From an optimization exercise on the open Yosys and OpenROAD flow, aimed at small area, a short achievable clock period and few clock cycles per item; shortcuts taken in it are not production practice.
Where RTL was checked, it was by simulation tests only, not by an equivalence proof against the original.
For runs 1 and 6, only the layout was checked, not whether the RTL still works.
Power is estimated from default activity; no workload was simulated.

`flow/design.v`:
```
`default_nettype none
package rv_m_pkg;
    localparam int unsigned xlen = 32;
    typedef enum logic [2:0] {
        op_mul    = 3'd0,   
        op_mulh   = 3'd1,   
        op_mulhsu = 3'd2,   
        op_mulhu  = 3'd3,   
        op_div    = 3'd4,
        op_divu   = 3'd5,
        op_rem    = 3'd6,
        op_remu   = 3'd7
    } muldiv_op_e;
    localparam int unsigned op_div_bit = 2;
endpackage
`default_nettype wire
`default_nettype none
package muldiv_pkg;
    typedef struct packed {
        logic [2:0]                   op;   
        logic [31:0]                  a;
        logic [31:0]                  b;
    } muldiv_req_t;
    typedef struct packed {
        logic [31:0]                  quotient;
        logic [31:0]                  remainder;
    } div_result_t;
    localparam int unsigned div_iterations = 32;
    localparam int unsigned mul_iterations = 32;
    typedef enum logic [1:0] {
        div_idle, div_init, div_divide, div_finish
    } div_state_e;
    typedef enum logic [1:0] {
        mul_idle, mul_run, mul_finish
    } mul_state_e;
    typedef enum logic [1:0] {
        seq_idle, seq_mul, seq_div
    } seq_state_e;
endpackage
`default_nettype wire
`timescale 1ns/1ps
`default_nettype none
module muldiv_unit (
    input  logic                           clk,
    input  logic                           reset,
    input  logic                           req,
    input  muldiv_pkg::muldiv_req_t        req_data,
    output logic                           busy,
    output logic                           result_valid,
    output logic [rv_m_pkg::xlen-1:0]      result
);
    function automatic logic [5:0] bitlen(input logic [31:0] v);
        logic [15:0] v16;
        logic [7:0]  v8;
        logic [3:0]  v4;
        logic [1:0]  v2;
        logic        z16, z8, z4, z2, z1;
        z16 = ~|v[31:16];
        v16 = z16 ? v[15:0] : v[31:16];
        z8  = ~|v16[15:8];
        v8  = z8 ? v16[7:0] : v16[15:8];
        z4  = ~|v8[7:4];
        v4  = z4 ? v8[3:0] : v8[7:4];
        z2  = ~|v4[3:2];
        v2  = z2 ? v4[1:0] : v4[3:2];
        z1  = ~v2[1];
        if (v == 32'b0)
            bitlen = 6'd0;
        else
            bitlen = 6'd32 - {1'b0, z16, z8, z4, z2, z1};
    endfunction
    logic s_idle, s_mstep, s_mfin, s_div1, s_dstep, s_dfin;
    logic [32:0]  x;        
    logic [31:0]  q;        
    logic [32:0]  d;        
    logic [4:0]   cnt;      
    logic [5:0]   la, lb;   
    logic         swp;      
    logic         first;    
    logic [2:0]   op;
    logic         a_neg;    
    logic         bz;       
    logic         rv;
    logic [2:0]   r_op;
    logic [31:0]  r_a, r_b, r_as, r_bs;
    logic         r_div, r_a_signed, r_b_signed, r_swap;
    logic [7:0]   ta, tb;
    assign r_op = req_data.op;
    assign r_a  = req_data.a;
    assign r_b  = req_data.b;
    assign r_div      = r_op[2];
    assign r_a_signed = !(r_op[0] && (r_op[1] || r_op[2]));       
    assign r_b_signed = (r_op == 3'd0) || (r_op == 3'd1) || (r_op == 3'd4) || (r_op == 3'd6);
    assign r_as = r_a ^ {32{r_a_signed & r_a[31]}};
    assign r_bs = r_b ^ {32{r_b_signed & r_b[31]}};
    always_comb begin
        for (int i = 0; i < 8; i++) begin
            ta[i] = |(r_as >> (4 * i));
            tb[i] = |(r_bs >> (4 * i));
        end
    end
    assign r_swap = !r_div && |(ta & ~tb);
    logic        r_corr;
    assign r_corr = r_a_signed & r_a[31] & !(r_b_signed & r_b[31]);
    logic        is_rem, mul_lo, q_neg;
    logic [6:0]  kdiff;
    logic [4:0]  k;
    logic [5:0]  lm;
    logic [4:0]  mtgt;      
    logic        madd;      
    logic        m_last, d_last, fix;
    logic        finishing, accept;
    assign is_rem = op[1];
    assign mul_lo = (op[1:0] == 2'd0);
    assign q_neg  = a_neg ^ d[32];
    assign kdiff  = {1'b0, la} - {1'b0, lb};
    assign k      = kdiff[4:0];
    logic        triv;
    assign triv   = bz || kdiff[6];
    assign lm     = swp ? lb : la;
    assign madd   = lm[5];
    assign mtgt   = madd ? 5'd15 : lm[5:1];
    assign m_last = (cnt == mtgt);
    assign d_last = (cnt == 5'd0);
    assign fix    = is_rem && x[32] && a_neg;      
    assign finishing = s_mfin || (s_div1 && triv) || (s_dstep && d_last && !is_rem && !q_neg)
                       || (s_dfin && !fix);
    assign busy   = !(s_idle || finishing);
    assign accept = req && !busy;
    logic [34:0] add_a, add_b, sum, dx;
    logic        c_ax, c_aq, c_ainv, c_one, c_two, c_binv, c_cin;
    logic        ax, aq, ainv, bone, btwo, binv, cin;
    assign dx   = {{2{d[32]}}, d};
    assign ax   = c_ax;
    assign aq   = c_aq;
    assign ainv = c_ainv;
    assign bone = c_one;
    assign btwo = c_two;
    assign binv = c_binv;
    assign cin  = c_cin;
    assign add_a = (({{2{x[32]}}, x} & {35{ax}}) | ({3'b0, q} & {35{aq}})) ^ {35{ainv}};
    assign add_b = (({35{bone}} & dx) | ({35{btwo}} & {dx[33:0], 1'b0})) ^ {35{binv}};
    muldiv_add35 u_add (
        .a   (add_a),
        .b   (add_b),
        .cin (cin),
        .s   (sum)
    );
    logic [31:0] fh, fl;
    logic [4:0]  fs;
    logic [94:0] fsh;
    logic [32:0] fun;
    always_comb begin
        if (s_div1) begin
            fh = {d[32], d[32:2]};
            fl = {d[1:0], 30'b0};
            fs = k;
        end else if (mul_lo) begin
            fh = x[31:0];
            fl = q;
            fs = {mtgt[3:0], 1'b0};
        end else begin
            fh = {32{x[31]}};
            fl = x[31:0];
            fs = {mtgt[3:0], 1'b0};
        end
    end
    assign fsh = {31'b0, fh, fl} << fs;
    assign fun = fsh[62:30];
    logic n_mstep, n_mfin, n_div1, n_dstep, n_dfin, n_first;
    assign n_mstep = accept ? !r_div : (s_mstep && !m_last);
    assign n_mfin  = !accept && s_mstep && m_last;
    assign n_div1  = accept && r_div;
    assign n_dstep = !accept && ((s_div1 && !triv) || (s_dstep && !d_last));
    assign n_dfin  = !accept && ((s_dstep && d_last && !finishing) || (s_dfin && fix));
    assign n_first = accept;
    logic [2:0] bt;
    logic       nb_one, nb_two, nb_neg;
    logic       f_one, f_two, f_neg;       
    logic       nx32;                        
    logic       r_a_neg;
    always_comb begin
        bt = first ? x[3:1] : q[3:1];
        nb_one = bt[1] ^ bt[0];
        nb_two = (bt == 3'b011) || (bt == 3'b100);
        nb_neg = bt[2];
    end
    assign f_one   = r_swap ? r_b[0] : r_a[0];
    assign f_two   = r_swap ? (r_b[1] & !r_b[0]) : (r_a[1] & !r_a[0]);
    assign f_neg   = r_swap ? r_b[1] : r_a[1];
    assign r_a_neg = r_a_signed && r_a[31];
    assign nx32    = sum[32];
    logic k_ax, k_aq, k_ainv, k_one, k_two, k_binv, k_cin;
    logic k_mstep, k_mfin, k_dstep, k_dfin;
    assign k_mstep = s_mstep && !m_last;
    assign k_mfin  = s_mstep && m_last;
    assign k_dstep = (s_div1 && !triv) || (s_dstep && !d_last);
    assign k_dfin  = (s_dstep && d_last && !finishing) || (s_dfin && fix);
    assign k_ax    = k_mstep || k_mfin || k_dstep || (k_dfin && is_rem);
    assign k_aq    = k_dfin && !is_rem;
    logic k_ainv0, k_ainv1, k_one0, k_one1, k_binv0, k_binv1, k_cin0, k_cin1;
    assign k_ainv0 = k_dfin && (!is_rem || a_neg);
    assign k_ainv1 = k_dfin && !is_rem;
    assign k_one0  = (k_mstep && nb_one) || k_mfin || k_dstep;
    assign k_one1  = k_one0 || (k_dfin && is_rem);
    assign k_binv0 = (k_mstep && nb_neg) || (k_dstep && !d[32]);
    assign k_binv1 = (k_mstep && nb_neg) || (k_dstep && d[32]) || (k_dfin && is_rem && d[32]);
    assign k_cin0  = (k_mstep && nb_neg) || (k_dstep && !d[32]) || (k_dfin && (!is_rem || a_neg));
    assign k_cin1  = (k_mstep && nb_neg) || (k_dstep && d[32]) || (k_dfin && (!is_rem || d[32]));
    assign k_ainv  = nx32 ? k_ainv1 : k_ainv0;
    assign k_one   = nx32 ? k_one1 : k_one0;
    assign k_two   = k_mstep && nb_two;
    assign k_binv  = nx32 ? k_binv1 : k_binv0;
    assign k_cin   = nx32 ? k_cin1 : k_cin0;
    always_ff @(posedge clk) begin
        if (accept) begin
            c_ax   <= r_div;
            c_aq   <= 1'b0;
            c_ainv <= r_div && r_a_neg;
            c_one  <= !r_div && f_one;
            c_two  <= !r_div && f_two;
            c_binv <= !r_div && f_neg;
            c_cin  <= r_div ? r_a_neg : f_neg;
        end else begin
            c_ax   <= k_ax;
            c_aq   <= k_aq;
            c_ainv <= k_ainv;
            c_one  <= k_one;
            c_two  <= k_two;
            c_binv <= k_binv;
            c_cin  <= k_cin;
        end
    end
    always_ff @(posedge clk) begin
        if (reset) begin
            s_idle  <= 1'b1;
            s_mstep <= 1'b0;
            s_mfin  <= 1'b0;
            s_div1  <= 1'b0;
            s_dstep <= 1'b0;
            s_dfin  <= 1'b0;
            rv      <= 1'b0;
        end else begin
            rv      <= finishing;
            s_idle  <= !accept && (s_idle || finishing);
            s_mstep <= n_mstep;
            s_mfin  <= n_mfin;
            s_div1  <= n_div1;
            s_dstep <= n_dstep;
            s_dfin  <= n_dfin;
        end
    end
    logic [32:0] ld_x, ld_d, x_n, d_n;
    logic [31:0] q_n;
    logic        d_en;
    logic        q_sum, q_fun, q_tx, q_t1;
    assign ld_x = r_swap ? {r_b_signed & r_b[31], r_b} : {r_a_signed & r_a[31], r_a};
    assign ld_d = r_swap ? {r_a_signed & r_a[31], r_a} : {r_b_signed & r_b[31], r_b};
    assign x_n  = ({33{s_mstep}} & sum[34:2])
                | ({33{(s_div1 || s_dstep || s_dfin) && !accept}} & sum[32:0])
                | ({33{accept}} & ld_x);
    assign d_en = accept || s_div1 || (s_dstep && !d_last);
    assign d_n  = ({33{accept}} & ld_d)
                | ({33{s_div1 && !accept}} & fun)
                | ({33{s_dstep && !accept}} & {d[32], d[32:1]});
    assign q_sum = (s_mfin && madd) || s_dfin;
    assign q_fun = s_mfin && !madd;
    assign q_tx  = s_div1 && triv && is_rem;
    assign q_t1  = s_div1 && triv && !is_rem && bz;
    logic [31:0] q_o;       
    assign q_o   = ({32{q_sum}} & sum[31:0])
                 | ({32{q_fun}} & fun[31:0])
                 | ({32{s_mstep && first}}  & {sum[1:0], x[31:2]})
                 | ({32{s_mstep && !first}} & {sum[1:0], q[31:2]})
                 | ({32{s_dstep}} & {q[30:0], 1'b0})
                 | ({32{q_tx}} & x[31:0])
                 | {32{q_t1}};
    assign q_n   = {q_o[31:1], s_dstep ? !sum[32] : q_o[0]};
    always_ff @(posedge clk) begin
        x <= x_n;
        if (d_en) d <= d_n;
        q <= q_n;
    end
    always_ff @(posedge clk) begin
        if (accept) begin
            op      <= r_op;
            swp     <= r_swap;
            first   <= 1'b1;
            a_neg   <= r_div & r_a_signed & r_a[31];
            bz      <= (r_b == 32'b0);
            la      <= bitlen((r_div && r_corr) ? {r_as[30:0], 1'b1} : r_as);
            lb      <= bitlen(r_bs);
            cnt     <= 5'd0;
        end else begin
            if (s_mstep) begin
                first <= 1'b0;
                cnt   <= cnt + 5'd1;
            end
            if (s_div1)
                cnt <= k;
            if (s_dstep)
                cnt <= cnt - 5'd1;
        end
    end
    assign result_valid = rv;
    assign result       = q;
endmodule
module muldiv_add35 (
    input  logic [34:0] a,
    input  logic [34:0] b,
    input  logic        cin,
    output logic [34:0] s
);
    assign s = a + b + {34'b0, cin};
endmodule
`default_nettype wire
```
`flow/flow/run.sh`:
```
#!/bin/bash
# Standard layout, with small fast buffers on the ports instead of ORFS's default
# port buffer. ORFS's own logs stay under orfs/logs; make's output goes to standard.log.
set -euo pipefail
export BUFFER_PORTS_ARGS="-buffer_cell sky130_fd_sc_hd__buf_2"
bash standard.sh > standard.log 2>&1
```
`flow/standard.sh`:
```
#!/bin/bash
# synth_recipe.tcl (not shown) runs the flow's synth.tcl, then flattens the netlist and writes it again
# the make line also repeats each setting of config.mk as NAME=value (left out here)
make -C /OpenROAD-flow-scripts/flow DESIGN_CONFIG=/design/flow/config.mk WORK_HOME=/design/flow/orfs CLKGATE_MAP_FILE= SYNTH_SCRIPT=/design/flow/synth_recipe.tcl "${@:-finish}"
```
`flow/config.mk`:
```
export PLATFORM = sky130hd
export DESIGN_NAME = muldiv_unit
export DESIGN_NICKNAME = muldiv_unit
export VERILOG_FILES = /design/flow/design.v
export SDC_FILE = /design/flow/constraint.sdc
export NUM_CORES = 4
export LEC_CHECK = 0
export CAP_MARGIN = 20
export CORE_MARGIN = 2
export CORE_UTILIZATION = 45
export CTS_BUF_LIST = sky130_fd_sc_hd__clkbuf_4 sky130_fd_sc_hd__clkbuf_8
export SETUP_SLACK_MARGIN = 1.0
export SLEW_MARGIN = 20
export SYNTH_HIERARCHICAL = 1
export SYNTH_MINIMUM_KEEP_SIZE = 0
```
`flow/constraint.sdc`:
```
create_clock -name core_clock -period 5.0 [get_ports {clk}]
set_input_delay 1.0000 -clock core_clock [delete_from_list [all_inputs] [get_ports {clk}]]
set_output_delay 1.0000 -clock core_clock [all_outputs]
set_load 0.01 [all_outputs]
```
==> flow_summary.yaml, run 1 <==
global_route:
  grt_pass1_wl_mm: 114
  gr-total-overflow: 0
  antenna_found_initial: 2
  grtUsageMet3_pct: 7.77
  grt.met1_usage_pct: 50.9
  grt_use_total_pct: 38.8
  globalRoute.busiestLayer: "met2"
  grt_util_met2_pct: 60.4
  grt_pass1_vias: 17400
  grt_max_degree: 96
die:
  core.rowCount: 71
  die_x_um: 198
  ios: 104
  core_area_um2: 37400
  start_util_pct: 45.3
  dieHeight_um: 198
  dieArea_um2: 39200
power_and_ir_drop:
  p_comb_share_pct: 51.1
  peakVddDrop_uv: 197
  clock_power_share_pct: 19.3
  power_mw: 5.08
  swShare_pct: 47.2
  seqPwrFrac_pct: 29.6
  power.switching_mw: 2.40
  p_per_area_nw_per_um2: 276
  p_leak_nw: 6.94
  p_int_mw: 2.68
sta:
  tightest_slew_ns: 1.17
  hold_violations: 0
  period_share_pct: 79.5
  skew_ns: 0.0296
  rsz0062_at_grt: "yes"
  maxSlewViolCount: 0
  tns_ns: 0
  setup_slack_ns: 1.02
  relSlewSlack_pct: 22.0
  fin_crit_ns: 3.98
  max_freq_mhz: 252
  setup_violations: 0
worst_setup_path:
  cp.arrival_ns: 4.21
  rr_startpoint: "la[0]"
  critPathKind: "flip-flop to flip-flop"
  endpoint_kind: "flip-flop"
  slowest_stage: "edfxtp_1"
  path_buf_inv: 3
  reg2reg_depth: 13
  reg2reg_to: "d[11]"
  required_ns: 5.24
  r2r_setup_slack_ns: 1.02
  cp_top_family: "multiplexers"
  path_max_fanout: 11
  critPathLaunchType: "flip-flop"
  cp_cell_sequence: "inv_1, ha_2, inv_1, fa_1, and2_2, a31o_4, buf_4, mux2i_1, mux2i_1, mux2_2, mux2_2, a221oi_1, a21oi_1"
  max_stage_delay_ns: 0.53
cells_and_area:
  area_growth_syn_to_layout_pct: 8.49
  final_common_cell: "mux2i_1"
  mostFrequentLayoutCells: "mux2i_1 (240), a21oi_1 (210), nand2_1 (142)"
  design_area_um2: 18400
  fill_cells: 3738
  drive_above_1_share_pct: 16.5
  layout.nets: 2236
  diodes: 0
yosys:
  syn_inst: 2126
  yosysWarnings: 7
  seq_area_frac_synth_pct: 18.9
  ys_seq_elements: 135
  synth_fp_nets: 2243
  ys_types: 103
  synth_top_area_share_pct: 14.4
  synth_top_cell_by_area: "mux2i_1"
  synth_edf_count: 50
  async_flop_share_pct: 0
  synth_ff_type: "dfxtp_1"
  avgSynthCellArea_um2: 7.97
  synth.area.top_cells: "mux2i_1 (14%), dfxtp_1 (10%), edfxtp_1 (8.9%), a21oi_1 (6.3%), xnor2_1 (5.5%)"
  syn-cell-area_um2: 16900
route:
  drt-initial-drc-count: 2542
  antenna_left: 0
  vias: 18600
  routedWlPerCell_um: 29.5
  wirelength_mm: 78.0
  drcViolationCount: 0
  via_per_inst: 7.05
  dr.pass1.iters: 7
cts:
  cts.clk_slew.worst_paths_ns: 0.09
  holdBufCountCts: 0
  cts-root-buf: "clkbuf_8"
  cts_tree: "built"
  clock_latency_ns: 0.52
  clkSinkCount: 135
  cts_buffers: 17
  htree_num_levels: 4
  clockBufferDepth: 2
worst_hold_path:
  worstHoldStart: "s_mstep"
  hold_depth: 2
  min_to: "s_mfin"
  hold_class: "flip-flop to flip-flop"
placed_design:
  place_area_um2: 17700
  dp_hpwl_mm: 58.5
  gp_congestion: 0.986
  post-place-ws_ns: 0.391
  port_buffers: 103
run:
  maxCapViolations: 0
outcome:
  status: "no timing/DRC/antenna violations"
## Yosys stat by module, one instance, submodules excluded
module,flip-flops and latches,cells inside,cell area [µm²]
muldiv_unit,135,1838,14900
muldiv_add35,0,288,2000
## area by class of cell
| type | instances | area (µm²) | area share (%) |
|---|---|---|---|
| Clock buffer | 20 | 263 | 1.43 |
| Clock inverter | 12 | 124 | 0.674 |
| Inverter | 47 | 181 | 0.987 |
| Multi-Input combinational cell | 1738 | 12800 | 69.7 |
| Sequential cell | 135 | 3220 | 17.5 |
| Tap cell | 511 | 639 | 3.48 |
| Timing Repair Buffer | 179 | 1140 | 6.22 |
| Timing Repair inverter | 1 | 5.00 | 0.0272 |
## metrics by stage
| step | hold WS (ns) | utilization, % | cells |
|---|---|---|---|
| floorplan | 0.500 | - | 2126 |
| global placement | 0.564 | 47.4 | 2598 |
| detailed placement | 0.572 | 47.4 | 2598 |
| CTS | 0.575 | 48.6 | 2633 |
| global route | 0.619 | 49.1 | 2643 |
| finish | 0.582 | 49.1 | 2643 |
## cell usage after synthesis, types with 7 or more instances
cell type / number
a211oi_1: 50
a21boi_0: 7
a21o_1: 13
a21oi_1: 214
a221o_1: 18
a221oi_1: 40
a22oi_1: 104
a311oi_1: 7
a31oi_1: 19
and2_1: 17
and3_1: 7
and4_1: 7
buf_1: 20
buf_2: 35
buf_4: 10
buf_6: 12
clkbuf_1: 131
dfxtp_1: 85
edfxtp_1: 50
ha_1: 44
inv_1: 42
mux2_2: 33
mux2i_1: 243
mux4_2: 7
nand2_1: 144
nand2b_1: 16
nand3_1: 30
nand4_1: 35
nor2_1: 75
nor2b_1: 9
nor3_1: 35
nor4_1: 21
o211ai_1: 50
o21a_1: 29
o21ai_0: 124
o21ai_1: 39
o22ai_1: 15
or3_1: 10
or3b_2: 16
xnor2_1: 106
xor2_1: 14
## state kept, by name, indices dropped and copies added, names as in the netlist, 2 cells and up
| name | count |
|---|---|
| d | 33 |
| q | 32 |
| op | 2 |
| cnt | 5 |
| lb | 6 |
| la | 6 |
| x | 33 |
## tightest hold or removal path, stage by stage (launching register included)
cell and delay, ns:
dfxtp_1 0.32, clkinv_1 0.14, nor4_1 0.08
## metal layers
metal	vias to the layer above	share of wire, %	wire [µm]
met5	-	0.029	23
li1	8152	-	-
met3	264	11	8380
met2	1306	44	34100
met1	8906	40	31100
met4	4	5.7	4410
## cells by family (layout without fill, tap and decap cells)
logic type	count (synthesis)	in the layout	synth area share [%]
xor+xnor	120	120	6.21
flops	135	135	18.9
compound gates	814	815	32.1
buf+inv	255	259	6.66
fa+ha+maj	47	47	3.61
mux	291	291	18.1
simple gates	464	465	14.5
## how the worst max path moves through the flow
stage,start,end,slack [ns],cells after the start
2_1_floorplan,req_data[66],la[4],1.29,16
3_3_place_gp,req_data[66],la[4],0.42,12
3_5_place_dp,req_data[66],la[4],0.39,12
4_1_cts,c_ax,c_cin,0.96,18
5_1_grt,la[0],d[10],0.96,13
6_report,la[0],d[11],1.02,13
## power by group through the flow
| stage | sequential (mW) | combinational, mW | clock [mW] |
|---|---|---|---|
| floorplan | 1.38 | 1.74 | 0 |
| global placement | 1.50 | 2.43 | 0 |
| detailed placement | 1.50 | 2.45 | 0 |
| CTS | 1.48 | 2.47 | 0.983 |
| global route | 1.50 | 2.73 | 1.02 |
| finish | 1.50 | 2.59 | 0.981 |
## what timing repair did
item | in CTS | in global routing
resized for setup | 11 | 29
endpoints found under the hold margin | 0 | 0
buffers inserted | 2 | 8
endpoints found under the setup margin | 44 | 61
pin swaps | 1 | 2
gates cloned | 1 | 2
==> run 2: changes to the inputs <==
--- a/flow/design.v
+++ b/flow/design.v
@@ -80,6 +80,7 @@
     logic [2:0]   op;
     logic         a_neg;    
     logic         bz;       
+    logic         corr;     
     logic         rv;
     logic [2:0]   r_op;
     logic [31:0]  r_a, r_b, r_as, r_bs;
@@ -113,7 +114,7 @@
     assign is_rem = op[1];
     assign mul_lo = (op[1:0] == 2'd0);
     assign q_neg  = a_neg ^ d[32];
-    assign kdiff  = {1'b0, la} - {1'b0, lb};
+    assign kdiff  = {1'b0, la} - {1'b0, lb} + {6'b0, corr};
     assign k      = kdiff[4:0];
     logic        triv;
     assign triv   = bz || kdiff[6];
@@ -288,7 +289,8 @@
             first   <= 1'b1;
             a_neg   <= r_div & r_a_signed & r_a[31];
             bz      <= (r_b == 32'b0);
-            la      <= bitlen((r_div && r_corr) ? {r_as[30:0], 1'b1} : r_as);
+            la      <= bitlen(r_as);
+            corr    <= r_div && r_corr;
             lb      <= bitlen(r_bs);
             cnt     <= 5'd0;
         end else begin
==> flow/flow/run.sh (replaced) <==
#!/bin/bash
# Standard layout, with small fast buffers on the ports instead of ORFS's default
# port buffer. ORFS's own logs stay under orfs/logs; make's output goes to standard.log.
set -euo pipefail
export BUFFER_PORTS_ARGS="-buffer_cell sky130_fd_sc_hd__buf_1"
bash standard.sh > standard.log 2>&1
==> run 2 against run 1 <==
Clock-buffer cell count is 3 lower; non-clock buffer count is 19 higher; final cell count is 2.1% lower; via count is 1.3% higher; register-to-register slack worse by 0.04 ns; largest cell class unchanged; critical path type unchanged; setup slack worse by 0.044 ns; routed wire length is 5.6% higher; hold slack worse by 0.026 ns; clock skew is 0.00066 ns higher; critical path depth is 1 lower.
==> flow_summary.yaml, run 2 <==
outcome:
  status: "no timing/DRC/antenna violations"
die:
  core.rowCount: 69
  die_x_um: 195
  dieHeight_um: 195
  start_util_pct: 45.9
  dieArea_um2: 38000
  core_area_um2: 35700
  ios: 104
yosys:
  ys_seq_elements: 136
  synth_ff_type: "dfxtp_1"
  synth.area.top_cells: "mux2i_1 (12%), dfxtp_1 (10%), edfxtp_1 (9.3%), a21oi_1 (5.5%), xnor2_1 (5.2%)"
  seq_area_frac_synth_pct: 19.7
  yosysWarnings: 7
  synth_fp_nets: 2203
  syn-cell-area_um2: 16400
  synth_top_area_share_pct: 11.5
  syn_inst: 2080
  avgSynthCellArea_um2: 7.89
  synth.most_common_cell: "nand2_1"
  synth_edf_count: 51
  ys_types: 86
  async_flop_share_pct: 0
  synth_top_cell_by_area: "mux2i_1"
  synthTopCellsByCount: "nand2_1 (191), mux2i_1 (189), a21oi_1 (181)"
worst_setup_path:
  endpoint_kind: "flip-flop"
  slowest_stage: "a211oi_1"
  required_ns: 5.35
  cp_top_family: "compound AO/OA/AOI/OAI gates"
  max_stage_delay_ns: 0.56
  path_buf_inv: 2
  cp_cell_sequence: "inv_1, ha_1, ha_1, a21o_1, a21oi_1, xor2_2, a21oi_4, buf_4, a211oi_1, nor2_1, a211oi_1, a2bb2oi_1"
  critPathLaunchType: "flip-flop"
  path_max_fanout: 20
  critPathKind: "flip-flop to flip-flop"
  cp.arrival_ns: 4.37
placed_design:
  dp_hpwl_mm: 63.5
  dpl.cell_count: 2536
  gp_congestion: 1.02
  post-place-ws_ns: 0.512
  port_buffers: 103
route:
  routedWlPerCell_um: 31.8
  via_per_inst: 7.29
  antenna_left: 0
  drt-initial-drc-count: 2876
  drcViolationCount: 0
  dr.pass1.iters: 8
  wirelength_mm: 82.3
  vias: 18900
cts:
  cts-root-buf: "clkbuf_8"
  cts_tree: "built"
  htree_num_levels: 4
  clkSinkCount: 136
  cts.clk_slew.worst_paths_ns: 0.10
  cts_buffers: 17
  clockBufferDepth: 2
  clock_latency_ns: 0.52
global_route:
  antenna_found_initial: 2
  gr-total-overflow: 0
  globalRoute.busiestLayer: "met2"
  grt_pass1_vias: 17100
  grt_use_total_pct: 41.8
  grt_util_met2_pct: 61.4
  grt_pass1_wl_mm: 118
  grt.met1_usage_pct: 57.8
  grtUsageMet3_pct: 11.7
  grt_max_degree: 70
cells_and_area:
  fill_cells: 3556
  final_common_cell: "nand2_1"
  mostFrequentLayoutCells: "nand2_1 (190), mux2i_1 (184), a21oi_1 (176)"
  final_core_util_pct: 50.6
  multi_input_area_um2: 12400
  reg_top3: "d (33), x (33), q (32)"
  area_growth_syn_to_layout_pct: 10.2
  regArea_um2: 3250
  final-instance-count-excl-fill: 2587
  diodes: 0
  drive_above_1_share_pct: 10.9
  layout.nets: 2236
sta:
  maxSlewViolCount: 0
  max_freq_mhz: 249
  hold_violations: 0
  rsz0062_at_grt: "yes"
  setup_slack_ns: 0.980
  skew_ns: 0.0303
  tightest_slew_ns: 1.04
  period_share_pct: 80.4
  setup_violations: 0
  tns_ns: 0
  relSlewSlack_pct: 30.1
  fin_crit_ns: 4.02
power_and_ir_drop:
  peakVddDrop_uv: 239
  p_per_area_nw_per_um2: 296
  power_mw: 5.35
  p_leak_nw: 6.59
worst_hold_path:
  hold_class: "flip-flop to flip-flop"
run:
  maxCapViolations: 0
-- run 2: cell types whose count changed after synthesis, sizes merged, moves of 23 or more --
cell,before,now
o221ai,5,34
a211o,6,45
a211oi,54,85
o21ai,164,108
nand3,30,53
nor3,37,61
nand2,144,192
mux2i,243,189
mux2,41,15
a21oi,215,181
-- run 2: stage by stage --
stage	hold slack, ns	instance area [µm²]
after CTS	0.556	17800
after floorplan	0.487	16400
after detailed placement	0.542	17300
after global placement	0.529	17300
final	0.555	18100
after global routing	0.614	18100
-- run 2: power by group --
group / leakage [nW] / switching (mW) / total [mW] / internal, mW
clock: 0.196 / 0.587 / 0.959 / 0.372
sequential: 1.20 / 0.278 / 1.55 / 1.27
combinational: 5.20 / 1.88 / 2.84 / 0.960
total: 6.59 / 2.74 / 5.35 / 2.61
-- run 2: worst register-to-register path: stages, from the launching register on --
cell,delay [ns]
edfxtp_1,0.44
inv_1,0.07
ha_1,0.31
ha_1,0.29
a21o_1,0.16
a21oi_1,0.22
xor2_2,0.49
a21oi_4,0.24
buf_4,0.29
a211oi_1,0.37
nor2_1,0.19
a211oi_1,0.57
a2bb2oi_1,0.23
-- run 2: path summary, 6_finish.rpt --
kind / startpoint / end / slack [ns] / cells after the start
max: lb[1] / d[17] / 0.98 / 12
min: cnt[4] / cnt[4] / 0.56 / 2
max reg2reg: lb[1] / d[17] / 0.98 / 12
min reg2reg: cnt[4] / cnt[4] / 0.56 / 2
-- run 2: cell type report --
class | count | share of cell area, %
clock inverters | 15 | 0.823
clock buffers | 17 | 1.29
well taps | 461 | 3.19
repair buffers | 198 | 6.94
inverters | 66 | 1.38
flip-flops and latches | 136 | 17.9
multi-input cells | 1694 | 68.4
-- run 2: cells by family after synthesis --
kind of cell | count (synthesis) | share of synthesized area, %
and+or+nand+nor | 528 | 15.9
AOI/OAI and AO/OA | 778 | 33.3
muxes | 215 | 14.1
DFF | 136 | 19.7
buffers and inverters | 252 | 6.52
xor gates and xnor gates | 118 | 6.30
adders and majority gates | 53 | 4.18
-- run 2: layer usage --
layer | part of all wire, % | vias up
met5 | 0.016 | -
met4 | 4.5 | 2
met3 | 14 | 216
met2 | 41 | 1432
met1 | 40 | 9088
li1 | - | 8127
-- run 2: repair_timing --
| item | CTS | global route |
|---|---|---|
| setup endpoints to repair | 9 | 86 |
| buffers inserted | 1 | 15 |
| gates cloned | 1 | 2 |
| hold buffers | 0 | 0 |
| pin swaps | 2 | 4 |
| resized for setup | 13 | 36 |
-- run 2: per-module statistics from Yosys, one instance, submodules excluded --
module	flops+latches	cells
muldiv_add35	0	288
muldiv_unit	136	1792
Testbench counts of run 2, summed over its fixed seeds: cycles 18,461, ops 2,400.
==> run 3: changes to the inputs <==
==> flow/flow/run.sh (replaced) <==
#!/bin/bash
# Standard layout, with small fast buffers on the ports instead of ORFS's default
# port buffer. ORFS's own logs stay under orfs/logs; make's output goes to standard.log.
set -euo pipefail
export BUFFER_PORTS_ARGS="-buffer_cell sky130_fd_sc_hd__buf_2"
bash standard.sh > standard.log 2>&1
--- a/flow/config.mk
+++ b/flow/config.mk
@@ -9,7 +9,7 @@
 export CORE_MARGIN = 2
 export CORE_UTILIZATION = 45
 export CTS_BUF_LIST = sky130_fd_sc_hd__clkbuf_4 sky130_fd_sc_hd__clkbuf_8
-export SETUP_SLACK_MARGIN = 1.0
+export SETUP_SLACK_MARGIN = 1.15
 export SLEW_MARGIN = 20
 export SYNTH_HIERARCHICAL = 1
 export SYNTH_MINIMUM_KEEP_SIZE = 0
==> run 3 against run 2 <==
Critical path depth fell by 1; non-clock buffer count rose by 28; utilization rose by 1.6 points; via count rose by 0.15%; design area rose by 3.2%; setup slack improved by 0.011 ns; largest cell class unchanged; highest routed layer unchanged.
==> flow_summary.yaml, run 3 <==
global_route:
  gr-total-overflow: 0
  grt_pass1_vias: 17200
  grt_pass1_wl_mm: 116
  grt_use_total_pct: 41.3
  antenna_found_initial: 2
  grt_max_degree: 79
cts:
  holdBufCountCts: 0
  clock_latency_ns: 0.52
  cts.clk_slew.worst_paths_ns: 0.10
  cts-root-buf: "clkbuf_8"
  clkSinkCount: 136
  htree_num_levels: 4
  clockBufferDepth: 2
  cts_tree: "built"
  cts_buffers: 17
yosys:
  yosysWarnings: 7
  async_flop_share_pct: 0
  synth_top_cell_by_area: "mux2i_1"
  synth-compound-area-share_pct: 33.3
  synth_fa_ha_area_share_pct: 4.18
  synth.most_common_cell: "nand2_1"
  synth_top_area_share_pct: 11.5
  syn-cell-area_um2: 16400
  syn_inst: 2080
  synthTopCellsByCount: "nand2_1 (191), mux2i_1 (189), a21oi_1 (181)"
  yosys.area_share.simple_pct: 15.9
  ys_types: 86
  synth_fp_nets: 2203
  ys_seq_elements: 136
  synth_top_family_by_area: "compound AO/OA/AOI/OAI gates"
  avgSynthCellArea_um2: 7.89
  synth_edf_count: 51
  synth_ff_type: "dfxtp_1"
  synth_xor_area_share_pct: 6.30
  seq_area_frac_synth_pct: 19.7
  synth.area.top_cells: "mux2i_1 (12%), dfxtp_1 (10%), edfxtp_1 (9.3%), a21oi_1 (5.5%), xnor2_1 (5.2%)"
  synth.area.mux_share_pct: 14.1
power_and_ir_drop:
  swShare_pct: 49.7
  p_comb_share_pct: 53.9
  p_leak_nw: 7.09
  power.switching_mw: 2.69
  clock_power_share_pct: 17.7
  p_per_area_nw_per_um2: 290
  seqPwrFrac_pct: 28.4
  peakVddDrop_uv: 204
  p_int_mw: 2.73
placed_design:
  post-place-ws_ns: 0.422
  gp_congestion: 1.10
  dp_hpwl_mm: 62.5
  port_buffers: 103
  dpl.cell_count: 2526
worst_setup_path:
  reg2reg_depth: 11
  required_ns: 5.42
  r2r_setup_slack_ns: 0.99
  cp.arrival_ns: 4.43
  critPathKind: "flip-flop to flip-flop"
  cp_cell_sequence: "ha_1, inv_2, ha_4, fa_2, a21oi_2, o21ai_2, xor2_1, a21oi_4, a211oi_1, a21oi_1, a221o_1"
  max_stage_delay_ns: 0.76
  reg2reg_to: "q[3]"
  endpoint_kind: "flip-flop"
  path_max_fanout: 14
  slowest_stage: "xor2_1"
  critPathLaunchType: "flip-flop"
  rr_startpoint: "lb[0]"
worst_hold_path:
  hold_depth: 2
  hold_class: "flip-flop to flip-flop"
  worstHoldStart: "cnt[4]"
  min_to: "cnt[4]"
cells_and_area:
  reg_top3: "d (33), x (33), q (32)"
  fill_cells: 3536
  final_common_cell: "nand2_1"
  mostFrequentLayoutCells: "nand2_1 (189), mux2i_1 (176), a21oi_1 (171)"
  drive_above_1_share_pct: 18.3
  final_core_util_pct: 52.2
  final-instance-count-excl-fill: 2619
  layout.nets: 2268
  area_growth_syn_to_layout_pct: 13.7
  diodes: 0
route:
  wirelength_mm: 82.4
  via_per_inst: 7.21
  vias: 18900
  drcViolationCount: 0
  dr.pass1.iters: 9
  drt-initial-drc-count: 2769
  antenna_left: 0
  routedWlPerCell_um: 31.5
sta:
  relSlewSlack_pct: 26.0
  tightest_slew_ns: 1.10
  setup_slack_ns: 0.991
  skew_ns: 0.0213
  period_share_pct: 80.2
  fin_crit_ns: 4.01
  maxSlewViolCount: 0
  tns_ns: 0
  rsz0062_at_grt: "yes"
  hold_violations: 0
  hold_ws_ns: 0.526
  setup_violations: 0
  max_freq_mhz: 249
die:
  start_util_pct: 45.9
  ios: 104
  core.rowCount: 69
  die_x_um: 195
  core_area_um2: 35700
  dieHeight_um: 195
  dieArea_um2: 38000
outcome:
  status: "no timing/DRC/antenna violations"
run:
  maxCapViolations: 0
run 3: cell count changes in the layout (fill, tap and decap cells not counted), moves of 4 or more:
| cell | delta |
|---|---|
| buf_4 | +21 |
| buf_2 | +103 |
| a21oi_1 | -5 |
| mux2i_2 | +7 |
| a21oi_2 | +6 |
| mux2i_1 | -8 |
| buf_1 | -101 |
| buf_12 | +4 |
run 3: power groups by stage:
stage	Sequential, mW	Clock (mW)	Combinational, mW
after floorplan	1.39	0	1.70
after global placement	1.54	0	2.54
after detailed placement	1.54	0	2.54
after CTS	1.51	0.957	2.62
after global routing	1.53	0.995	3.05
final	1.54	0.960	2.92
run 3: stage by stage:
stage	total power [mW]	cell area [µm²]
CTS	5.09	18000
floorplan	3.10	16400
global placement	4.08	17400
global route	5.58	18700
detailed placement	4.08	17400
finish	5.42	18700
run 3: layout make-up:
class	count	area [µm²]	share of cell area, %
Multi-Input combinational cell	1698	12600	67.4
Sequential cell	136	3240	17.4
Timing Repair Buffer	226	1640	8.77
Tap cell	461	577	3.09
Inverter	66	250	1.34
Clock buffer	19	249	1.33
Clock inverter	13	133	0.710
run 3: cell families after synthesis:
kind of cell | Yosys count
AND/OR/NAND/NOR | 528
XOR/XNOR | 118
AO/OA/AOI/OAI | 778
multiplexers | 215
adder cells (fa/ha/maj) | 53
flip-flops | 136
buffers and inverters | 252
run 3: worst max-delay path: cells and delay by family (launching register included):
kind                     cells  cell delay, ns
AO/OA/AOI/OAI                6            1.90
adder cells (fa/ha/maj)      3            0.81
XOR/XNOR                     1            0.76
flip-flops                   1            0.37
buffers and inverters        1            0.05
run 3: how the worst max path moves through the flow:
| stage | from | endpoint | depth (start not counted) | slack, ns |
|---|---|---|---|---|
| after floorplan | req_data[66] | lb[4] | 13 | 1.20 |
| after global placement | lb[0] | d[8] | 13 | 0.43 |
| after detailed placement | lb[0] | d[8] | 13 | 0.42 |
| after CTS | c_one | x[27] | 13 | 1.06 |
| after global routing | lb[0] | d[8] | 13 | 0.93 |
| final | lb[0] | q[3] | 11 | 0.99 |
run 3: repair_timing:
action,CTS,global route
gates cloned,2,5
buffers inserted,13,41
pin swaps,10,11
resized for setup,29,62
hold endpoints to repair,0,0
setup endpoints to repair,102,75
run 3: modules after synthesis, one instance, submodules excluded:
module | flip-flops and latches | times used | area, µm²
muldiv_add35 | 0 | 1 | 2000
muldiv_unit | 136 | 1 | 14400
run 3: layer usage:
metal / vias to the layer above / wire [µm] / global-route usage (%) / share of wire (%)
met4: 2 / 4240 / 17.5 / 5.1
met1: 9119 / 33000 / 55.6 / 40
met2: 1330 / 34800 / 61.9 / 42
li1: 8204 / - / - / -
met3: 239 / 10200 / 11.3 / 12
met5: - / 7 / 0 / 0.0085
==> run 4: changes to the inputs <==
--- a/flow/config.mk
+++ b/flow/config.mk
@@ -9,7 +9,8 @@
 export CORE_MARGIN = 2
 export CORE_UTILIZATION = 45
 export CTS_BUF_LIST = sky130_fd_sc_hd__clkbuf_4 sky130_fd_sc_hd__clkbuf_8
-export SETUP_SLACK_MARGIN = 1.15
+export PLACE_DENSITY = 0.7
+export SETUP_SLACK_MARGIN = 1.0
 export SLEW_MARGIN = 20
 export SYNTH_HIERARCHICAL = 1
 export SYNTH_MINIMUM_KEEP_SIZE = 0
==> run 4 against run 3 <==
Still clean; synthesized area is the same; design area fell by 2.6%; setup slack improved by 0.0046 ns; maximum frequency rose by 0.11%; sequential power about the same.
==> flow_summary.yaml, run 4 <==
outcome:
  status: "no timing/DRC/antenna violations"
die:
  die_x_um: 195
  start_util_pct: 45.9
  core_area_um2: 35700
  core.rowCount: 69
  dieArea_um2: 38000
  dieHeight_um: 195
  ios: 104
cells_and_area:
  layout.nets: 2227
  mostFrequentLayoutCells: "nand2_1 (189), mux2i_1 (188), a21oi_1 (174)"
  regArea_um2: 3240
  area_growth_syn_to_layout_pct: 10.8
  reg_top3: "d (33), x (33), q (32)"
  fill_cells: 3553
  drive_above_1_share_pct: 15.5
  multi_input_area_um2: 12400
  final_common_cell: "nand2_1"
route:
  drcViolationCount: 0
  routedWlPerCell_um: 31.0
  vias: 18900
  wirelength_mm: 79.9
  dr.pass1.iters: 8
  via_per_inst: 7.34
  drt-initial-drc-count: 2991
  antenna_left: 0
cts:
  clkSinkCount: 136
  clock_latency_ns: 0.49
  cts_tree: "built"
  cts.clk_slew.worst_paths_ns: 0.08
  htree_num_levels: 4
  clockBufferDepth: 2
  cts-root-buf: "clkbuf_8"
  holdBufCountCts: 0
  cts_buffers: 17
yosys:
  syn-cell-area_um2: 16400
  seq_area_frac_synth_pct: 19.7
  synth.area.top_cells: "mux2i_1 (12%), dfxtp_1 (10%), edfxtp_1 (9.3%), a21oi_1 (5.5%), xnor2_1 (5.2%)"
  yosysWarnings: 7
  synth.most_common_cell: "nand2_1"
  syn_inst: 2080
  synth_xor_area_share_pct: 6.30
  ys_types: 86
  synth_top_family_by_area: "compound AO/OA/AOI/OAI gates"
  synth-compound-area-share_pct: 33.3
  async_flop_share_pct: 0
  synth_edf_count: 51
  synthTopCellsByCount: "nand2_1 (191), mux2i_1 (189), a21oi_1 (181)"
  synth_top_cell_by_area: "mux2i_1"
  yosys.area_share.simple_pct: 15.9
  synth_top_area_share_pct: 11.5
  ys_seq_elements: 136
  avgSynthCellArea_um2: 7.89
  synth_fp_nets: 2203
  synth.area.mux_share_pct: 14.1
  synth_ff_type: "dfxtp_1"
  synth_fa_ha_area_share_pct: 4.18
worst_setup_path:
  critPathLaunchType: "flip-flop"
  cp.arrival_ns: 4.23
  endpoint_kind: "flip-flop"
  required_ns: 5.22
  critPathKind: "flip-flop to flip-flop"
  path_max_fanout: 4
sta:
  maxSlewViolCount: 0
  tightest_slew_ns: 1.04
  period_share_pct: 80.1
  max_freq_mhz: 250
  rsz0062_at_grt: "yes"
  hold_violations: 0
  setup_violations: 0
  setup_slack_ns: 0.995
  skew_ns: 0.0176
  relSlewSlack_pct: 30.6
  tns_ns: 0
  fin_crit_ns: 4.00
global_route:
  gr-total-overflow: 0
  grt_pass1_vias: 17700
  grt_max_degree: 61
  grt_use_total_pct: 40.2
  antenna_found_initial: 2
  grt_pass1_wl_mm: 115
worst_hold_path:
  hold_class: "flip-flop to flip-flop"
placed_design:
  gp_congestion: 1.11
  dp_hpwl_mm: 60.5
  post-place-ws_ns: 0.632
  port_buffers: 103
run:
  maxCapViolations: 0
power_and_ir_drop:
  peakVddDrop_uv: 185
  p_per_area_nw_per_um2: 295
  p_leak_nw: 6.88
run 4: cell count changes in the layout (fill, tap and decap cells not counted), sizes merged:
| cell | before | now |
|---|---|---|
| clkinvlp | 0 | 1 |
| clkinv | 3 | 5 |
| bufinv | 1 | 3 |
| a21boi | 5 | 4 |
| diode | 0 | 1 |
| buf | 225 | 188 |
| inv | 75 | 68 |
| a21oi | 183 | 182 |
| o21ai | 110 | 108 |
| clkbuf | 20 | 22 |
run 4: metal layers:
layer	global-route usage [%]	share of wire, %
met1	51.7	37
met3	11.6	14
met4	21.8	6.7
met2	60.7	42
met5	0	0.016
run 4: cell families after synthesis:
| logic type | after synthesis |
|---|---|
| and+or+nand+nor | 528 |
| DFF | 136 |
| buffers and inverters | 252 |
| AOI/OAI and AO/OA | 778 |
| xor gates and xnor gates | 118 |
| muxes | 215 |
| adders and majority gates | 53 |
run 4: what timing repair did:
item | in CTS | in global routing
resized for setup | 13 | 36
pin swaps | 0 | 6
setup buffers | 0 | 14
cloned | 0 | 3
endpoints found under the setup margin | 24 | 41
run 4: final timing paths:
| path | slack, ns | startpoint | cells past startpoint | to |
|---|---|---|---|---|
| setup / recovery | 1.0 | lb[1] | 11 | d[30] |
| hold / removal | 0.54 | cnt[4] | 2 | cnt[4] |
| setup reg to reg | 1.0 | lb[1] | 11 | d[30] |
| hold reg to reg | 0.54 | cnt[4] | 2 | cnt[4] |
run 4: worst max-delay path, cell delays in order (launching register included):
cell	delay, ns
edfxtp_1	0.45
inv_1	0.07
ha_1	0.33
fa_2	0.43
xor2_1	0.17
nand2_1	0.19
a21boi_4	0.38
mux4_2	0.65
and2_1	0.20
a211oi_1	0.53
a311oi_1	0.14
a2bb2oi_1	0.20
run 4: final cells by class:
cell class	instances	area share, %
timing repair buffer	189	7.08
sequential	136	17.8
antenna	1	0.0138
tap	461	3.17
inverter	66	1.36
clock inverter	11	0.819
clock buffer	21	1.49
multi-input combinational	1694	68.2
run 4: report_power, final:
group          leakage [nW]  total, mW  internal (mW)  switching (mW)
registers              1.20       1.54           1.27           0.265
clock network         0.215       1.04          0.525           0.511
logic                  5.47       2.79          0.967            1.82
total                  6.88       5.36           2.77            2.59
run 4: modules after synthesis, one instance, submodules excluded:
| module | times used | cells | area (µm²) |
|---|---|---|---|
| muldiv_add35 | 1 | 288 | 2000 |
| muldiv_unit | 1 | 1792 | 14400 |
run 4: stage by stage:
step	area, µm²	std cells	hold WS (ns)	power, mW	util [%]
after floorplan	16400	2080	0.487	3.10	-
after global placement	17400	2529	0.511	4.04	48.6
after detailed placement	17400	2529	0.527	4.06	48.6
after CTS	17900	2561	0.545	5.10	50.0
after global routing	18200	2578	0.609	5.52	50.9
final	18200	2579	0.540	5.36	50.9
==> run 5: changes to the inputs <==
--- a/flow/config.mk
+++ b/flow/config.mk
@@ -9,7 +9,6 @@
 export CORE_MARGIN = 2
 export CORE_UTILIZATION = 45
 export CTS_BUF_LIST = sky130_fd_sc_hd__clkbuf_4 sky130_fd_sc_hd__clkbuf_8
-export PLACE_DENSITY = 0.7
 export SETUP_SLACK_MARGIN = 1.0
 export SLEW_MARGIN = 20
 export SYNTH_HIERARCHICAL = 1
==> run 5 against run 4 <==
Still clean on timing, DRC and antenna; final cell count increased by 0.27%; synthesized cell count unchanged; utilization about the same; design area about the same; register-to-register slack improved by 0.05 ns; sequential power about the same; non-clock buffer count increased by 7; flip-flop and latch count unchanged; routed wire length increased by 0.85%; first-iteration DRC count decreased by 7.6%; critical path type unchanged; critical endpoint is now d[5]; largest cell class unchanged.
==> flow_summary.yaml, run 5 <==
die:
  dieArea_um2: 38000
  die_x_um: 195
  core.rowCount: 69
  ios: 104
  start_util_pct: 45.9
  dieHeight_um: 195
  core_area_um2: 35700
sta:
  tightest_slew_ns: 1.01
  rsz0062_at_grt: "yes"
  max_freq_mhz: 253
  tns_ns: 0
  hold_violations: 0
  setup_violations: 0
  setup_slack_ns: 1.04
  fin_crit_ns: 3.96
  skew_ns: 0.0212
  maxSlewViolCount: 0
  relSlewSlack_pct: 32.4
  period_share_pct: 79.1
worst_setup_path:
  endpoint_kind: "flip-flop"
  path_buf_inv: 2
  max_stage_delay_ns: 0.56
  slowest_stage: "a21oi_1"
  required_ns: 5.26
  critPathLaunchType: "flip-flop"
  cp_top_family: "compound AO/OA/AOI/OAI gates"
  cpMostUsedCell: "a211oi_1"
  cp_cell_sequence: "ha_1, inv_2, ha_4, fa_2, xor2_1, nand2_2, a21boi_4, buf_4, a211oi_1, a211oi_1, a21oi_1, a211oi_1, a2bb2oi_1"
  path_max_fanout: 5
  cp.arrival_ns: 4.22
  critPathKind: "flip-flop to flip-flop"
worst_hold_path:
  hold_class: "flip-flop to flip-flop"
yosys:
  synth.area.top_cells: "mux2i_1 (12%), dfxtp_1 (10%), edfxtp_1 (9.3%), a21oi_1 (5.5%), xnor2_1 (5.2%)"
  synth.area.mux_share_pct: 14.1
  syn_inst: 2080
  syn-cell-area_um2: 16400
  synth_ff_type: "dfxtp_1"
  synth_edf_count: 51
  avgSynthCellArea_um2: 7.89
  synth_fp_nets: 2203
  synth_fa_ha_area_share_pct: 4.18
  synth_top_cell_by_area: "mux2i_1"
  yosysWarnings: 7
  synth.most_common_cell: "nand2_1"
  synthTopCellsByCount: "nand2_1 (191), mux2i_1 (189), a21oi_1 (181)"
  async_flop_share_pct: 0
  synth_top_family_by_area: "compound AO/OA/AOI/OAI gates"
  ys_seq_elements: 136
  seq_area_frac_synth_pct: 19.7
  synth_top_area_share_pct: 11.5
  ys_types: 86
  synth_xor_area_share_pct: 6.30
  yosys.area_share.simple_pct: 15.9
  synth-compound-area-share_pct: 33.3
run:
  maxCapViolations: 0
power_and_ir_drop:
  peakVddDrop_uv: 204
  p_leak_nw: 6.90
  p_per_area_nw_per_um2: 292
cts:
  cts_tree: "built"
  cts_buffers: 17
  cts-root-buf: "clkbuf_8"
  htree_num_levels: 4
  clockBufferDepth: 2
  holdBufCountCts: 0
  clock_latency_ns: 0.53
  clkSinkCount: 136
  cts.clk_slew.worst_paths_ns: 0.09
placed_design:
  dp_hpwl_mm: 62.5
  gp_congestion: 1.10
  post-place-ws_ns: 0.422
  port_buffers: 103
route:
  routedWlPerCell_um: 31.2
  drt-initial-drc-count: 2764
  dr.pass1.iters: 8
  via_per_inst: 7.19
  antenna_left: 0
  wirelength_mm: 80.6
  vias: 18600
  drcViolationCount: 0
cells_and_area:
  area_growth_syn_to_layout_pct: 10.8
  drive_above_1_share_pct: 16.0
  diodes: 0
  mostFrequentLayoutCells: "nand2_1 (189), mux2i_1 (188), a21oi_1 (171)"
  final_common_cell: "nand2_1"
  reg_top3: "d (33), x (33), q (32)"
  layout.nets: 2235
global_route:
  grt_use_total_pct: 41.1
  grt_pass1_wl_mm: 116
  grt_max_degree: 79
  antenna_found_initial: 2
  grt_pass1_vias: 17100
  gr-total-overflow: 0
outcome:
  status: "no timing/DRC/antenna violations"
[run 5: cell count changes in the layout (fill, tap and decap cells not counted), sizes merged]
cell,delta
buf,+8
inv,+7
clkbuf,-3
bufinv,-2
clkinv,-2
a21boi,+1
clkinvlp,-1
diode,-1
o21ai,+1
o31a,-1
[run 5: timing repair]
item                       in CTS  in global routing
cloned                          1                  2
gates resized for setup        17                 36
setup endpoints to repair      67                 92
pin swaps                       4                 13
setup buffers                   5                 20
[run 5: final cells by class]
type	instances	area (µm²)
clock buffer	19	249
clock inverter	13	133
fill	3546	17600
inverter	66	250
multi-input combinational	1695	12400
sequential	136	3240
tap	461	577
timing repair buffer	196	1320
[run 5: metal layers]
layer / vias up / GRT usage [%] / part of all wire, %
li1: 8116 / - / -
met1: 9021 / 55.8 / 41
met2: 1246 / 61.5 / 42
met3: 210 / 11.0 / 12
met4: 2 / 17.3 / 4.8
met5: - / 0 / 0.0087
[run 5: power breakdown]
group          leakage (nW)  internal (mW)  switching [mW]
Combinational          5.51          0.976            1.83
Sequential             1.20           1.27           0.270
Clock                 0.200          0.418           0.543
Total                  6.90           2.67            2.64
[run 5: final timing paths]
kind | from | depth (start not counted) | endpoint | slack, ns
min | cnt[4] | 2 | cnt[4] | 0.53
max reg2reg | lb[0] | 13 | d[5] | 1.04
max | lb[0] | 13 | d[5] | 1.04
min reg2reg | cnt[4] | 2 | cnt[4] | 0.53
[run 5: Yosys stat by module (local to each module, per instance)]
module / cell area (µm²) / copies in the design / flops+latches / cells inside
muldiv_add35: 2000 / 1 / 0 / 288
muldiv_unit: 14400 / 1 / 136 / 1792
[run 5: logic make-up (layout without fill, tap and decap cells)]
kind of cell | count (synthesis) | count (layout)
DFF | 136 | 136
muxes | 215 | 215
xor gates and xnor gates | 118 | 118
and+or+nand+nor | 528 | 528
buffers and inverters | 252 | 294
adders and majority gates | 53 | 53
AOI/OAI and AO/OA | 778 | 781
[run 5: worst min-delay path, stage by stage, from the launching register on]
cell and delay (ns):
dfxtp_1 0.35, o21ai_0 0.08, a21oi_1 0.06
[run 5: metrics by stage]
step	utilization [%]	cell area (µm²)	power, mW	hold slack, ns	instances
after floorplan	-	16400	3.10	0.487	2080
final	50.9	18200	5.31	0.528	2586
after global routing	50.9	18200	5.47	0.598	2586
after detailed placement	48.5	17400	4.08	0.518	2526
after CTS	50.0	17900	5.07	0.531	2564
after global placement	48.5	17400	4.08	0.513	2526
==> run 6: changes to the inputs <==
--- a/flow/design.v
+++ b/flow/design.v
@@ -117,7 +117,7 @@
     assign kdiff  = {1'b0, la} - {1'b0, lb} + {6'b0, corr};
     assign k      = kdiff[4:0];
     logic        triv;
-    assign triv   = bz || kdiff[6];
+    assign triv   = bz || (corr ? ({1'b0, lb} > {1'b0, la} + 7'd1) : (lb > la));
     assign lm     = swp ? lb : la;
     assign madd   = lm[5];
     assign mtgt   = madd ? 5'd15 : lm[5:1];
@@ -254,7 +254,7 @@
     logic [32:0] ld_x, ld_d, x_n, d_n;
     logic [31:0] q_n;
     logic        d_en;
-    logic        q_sum, q_fun, q_tx, q_t1;
+    logic        q_sum, q_fun;
     assign ld_x = r_swap ? {r_b_signed & r_b[31], r_b} : {r_a_signed & r_a[31], r_a};
     assign ld_d = r_swap ? {r_a_signed & r_a[31], r_a} : {r_b_signed & r_b[31], r_b};
     assign x_n  = ({33{s_mstep}} & sum[34:2])
@@ -266,16 +266,15 @@
                 | ({33{s_dstep && !accept}} & {d[32], d[32:1]});
     assign q_sum = (s_mfin && madd) || s_dfin;
     assign q_fun = s_mfin && !madd;
-    assign q_tx  = s_div1 && triv && is_rem;
-    assign q_t1  = s_div1 && triv && !is_rem && bz;
+    logic [31:0] q_triv;
+    assign q_triv = is_rem ? x[31:0] : {32{bz}};
     logic [31:0] q_o;       
     assign q_o   = ({32{q_sum}} & sum[31:0])
                  | ({32{q_fun}} & fun[31:0])
                  | ({32{s_mstep && first}}  & {sum[1:0], x[31:2]})
                  | ({32{s_mstep && !first}} & {sum[1:0], q[31:2]})
                  | ({32{s_dstep}} & {q[30:0], 1'b0})
-                 | ({32{q_tx}} & x[31:0])
-                 | {32{q_t1}};
+                 | ({32{s_div1 && triv}} & q_triv);
     assign q_n   = {q_o[31:1], s_dstep ? !sum[32] : q_o[0]};
     always_ff @(posedge clk) begin
         x <= x_n;
==> run 6 against run 5 <==
Still clean on timing, DRC and antenna; sequential share of layout area is 0.53 points lower; via count rose by 0.83%; die area increased by 1.5%; global-route usage decreased by 0.44 points; first-iteration DRC count is 7.3% lower; flip-flop and latch count unchanged; largest power group unchanged.
==> flow_summary.yaml, run 6 <==
sta:
  period_share_pct: 79.1
  setup_slack_ns: 1.05
  setup_violations: 0
  tns_ns: 0
  skew_ns: 0.0252
  maxSlewViolCount: 0
  max_freq_mhz: 253
  tightest_slew_ns: 1.15
  fin_crit_ns: 3.95
  rsz0062_at_grt: "yes"
  relSlewSlack_pct: 23.4
  hold_violations: 0
cells_and_area:
  drive_above_1_share_pct: 21.3
  regArea_um2: 3250
  final-instance-count-excl-fill: 2613
  multi_input_area_um2: 12800
  final_common_cell: "o21ai_0"
  layout.nets: 2263
  fill_cells: 3627
  mostFrequentLayoutCells: "o21ai_0 (155), mux2i_1 (152), a21oi_1 (148)"
  area_growth_syn_to_layout_pct: 12.6
  final_core_util_pct: 51.4
  design_area_um2: 18800
  reg_top3: "d (33), x (33), q (32)"
  diodes: 0
worst_setup_path:
  required_ns: 5.35
  critPathKind: "flip-flop to flip-flop"
  path_max_fanout: 4
  critPathLaunchType: "flip-flop"
  endpoint_kind: "flip-flop"
  cp.arrival_ns: 4.30
cts:
  clockBufferDepth: 2
  clkSinkCount: 136
  holdBufCountCts: 0
  clock_latency_ns: 0.51
  htree_num_levels: 4
  cts_tree: "built"
  cts_buffers: 17
  cts-root-buf: "clkbuf_8"
  cts.clk_slew.worst_paths_ns: 0.10
placed_design:
  dpl.cell_count: 2549
  dp_hpwl_mm: 63.2
  place_area_um2: 17700
  gp_congestion: 1.03
  post-place-ws_ns: 0.587
  port_buffers: 103
yosys:
  synth_edf_count: 51
  synth.most_common_cell: "mux2i_1"
  synth_top_area_share_pct: 10.2
  syn_inst: 2070
  syn-cell-area_um2: 16700
  async_flop_share_pct: 0
  synth_top_cell_by_area: "dfxtp_1"
  synth_ff_type: "dfxtp_1"
  synth.area.top_cells: "dfxtp_1 (10%), mux2i_1 (9.8%), edfxtp_1 (9.2%), xnor2_1 (5.7%), a22oi_1 (5.7%)"
  avgSynthCellArea_um2: 8.05
  ys_types: 95
  ys_seq_elements: 136
  seq_area_frac_synth_pct: 19.4
  synthTopCellsByCount: "mux2i_1 (164), o21ai_0 (162), a21oi_1 (150)"
  synth_fp_nets: 2201
  yosysWarnings: 7
global_route:
  grt_pass1_wl_mm: 116
  grt_use_total_pct: 40.7
  grt_pass1_vias: 17300
  antenna_found_initial: 2
  grt_max_degree: 70
  gr-total-overflow: 0
power_and_ir_drop:
  p_leak_nw: 7.03
  p_per_area_nw_per_um2: 305
  peakVddDrop_uv: 193
die:
  dieHeight_um: 196
  core_area_um2: 36500
  dieArea_um2: 38600
  die_x_um: 196
  core.rowCount: 70
  start_util_pct: 45.6
  ios: 104
run:
  maxCapViolations: 0
worst_hold_path:
  hold_class: "flip-flop to flip-flop"
outcome:
  status: "no timing/DRC/antenna violations"
route:
  drt-initial-drc-count: 2562
  antenna_left: 0
  wirelength_mm: 80.5
  routedWlPerCell_um: 30.8
  dr.pass1.iters: 12
  via_per_inst: 7.18
  drcViolationCount: 0
  vias: 18800
## run 6: cell types whose count changed after synthesis, sizes merged, moves of 24 or more
cell    change
a211oi     -55
a222oi     +30
mux2       +46
nor2       +46
nand2      -66
a21oi      -26
or3b       +25
nor3       -35
o21ai      +58
a22oi      +36
mux2i      -24
## run 6: per-module statistics from Yosys, one instance, submodules excluded
module	flops+latches	cells inside	cell area, µm²	copies in the design
muldiv_unit	136	1776	14700	1
muldiv_add35	0	294	2010	1
## run 6: logic make-up (layout without fill, tap and decap cells)
family / count (synthesis) / count (layout) / synth area share (%)
buffers and inverters: 231 / 306 / 6.05
AND/OR/NAND/NOR: 492 / 492 / 15.3
AO/OA/AOI/OAI: 794 / 794 / 33.0
multiplexers: 233 / 233 / 15.1
adder cells (fa/ha/maj): 61 / 61 / 4.71
XOR/XNOR: 123 / 123 / 6.46
flip-flops: 136 / 136 / 19.4
## run 6: path summary, 6_finish.rpt
path	start	end	slack [ns]	cells after the start
max	d[0]	x[29]	1.05	12
min	s_idle	s_idle	0.54	2
min reg2reg	s_idle	s_idle	0.54	2
max reg2reg	d[0]	x[29]	1.05	12
## run 6: routing by layer
layer  global-route usage (%)  wire, µm  vias to the layer above  part of all wire [%]
met5                        0        18                        -                 0.022
li1                         -         -                     8239                     -
met1                     54.5     32400                     8990                    40
met3                     9.36      9220                      222                    11
met2                     59.9     33400                     1297                    41
met4                     23.5      5450                        2                   6.8
## run 6: what timing repair did
action	in CTS	in global routing
setup buffers	10	22
pin swaps	1	16
resized for setup	17	76
setup endpoints to repair	52	64
## run 6: through the flow
step	hold WS, ns	total power [mW]
final	0.545	5.73
after global routing	0.584	5.96
after CTS	0.546	5.48
after detailed placement	0.521	4.46
after global placement	0.506	4.46
after floorplan	0.508	3.39
## run 6: cell type report
type / count / area share [%]
Multi-Input combinational cell: 1703 / 68.2
Sequential cell: 136 / 17.3
Timing Repair Buffer: 224 / 8.25
Tap cell: 468 / 3.12
Clock buffer: 17 / 1.25
Inverter: 50 / 1.03
Clock inverter: 15 / 0.873
## run 6: power breakdown
group | switching (mW) | internal (mW)
Combinational | 2.00 | 1.18
Sequential | 0.273 | 1.29
Clock | 0.532 | 0.455
Total | 2.81 | 2.92
## run 6: critical path, stage by stage, from the launching register on
cell and delay, ns:
edfxtp_1 0.50, a22oi_1 0.23, xnor2_1 0.18, ha_1 0.28, a21oi_1 0.55, nor2_1 0.22
o211ai_2 0.28, a31oi_2 0.23, a311o_1 0.41, a21oi_2 0.17, xnor2_1 0.15, a22oi_2 0.41
o211ai_1 0.19

==> separate check: timing with driven ports <==
Ports are ideal in the flow. The routed layouts listed here were re-timed in OpenROAD. Step 1, drivers: a clkbuf_16 drives clk and a buf_2 each remaining input, both assumed. Step 2 times the ports against the registers' clock, not the clock port: input delays grow and output delays shrink by t, the midpoint of the rising clock arrivals with the driver on. Three values: no drivers, after step 1, after step 2; two values: the first two.
run | t (ns) | setup WS [ns] | clock arrival spread, ns | worst data-port slew with drivers (ns) | cell pins on the clock port's net
run 1 | 0.551 | 1.024 / 1.019 / 0.572 | 0.030 / 0.030 | 0.06 | 1
run 2 | 0.565 | 0.980 / 0.977 / 0.515 | 0.030 / 0.031 | 0.06 | 1
run 3 | 0.570 | 0.991 / 0.991 / 0.649 | 0.021 / 0.021 | 0.05 | 1
run 4 | 0.535 | 0.995 / 0.995 / 0.676 | 0.018 / 0.018 | 0.04 | 1
run 5 | 0.571 | 1.044 / 1.031 / 0.636 | 0.021 / 0.021 | 0.04 | 1
run 6 | 0.548 | 1.047 / 1.021 / 0.531 | 0.025 / 0.025 | 0.04 | 1
After both steps every run listed still meets setup and hold. For run 6, which loses most, drivers alone change the setup slack by -0.026 ns; drivers and shift together by -0.516 ns.
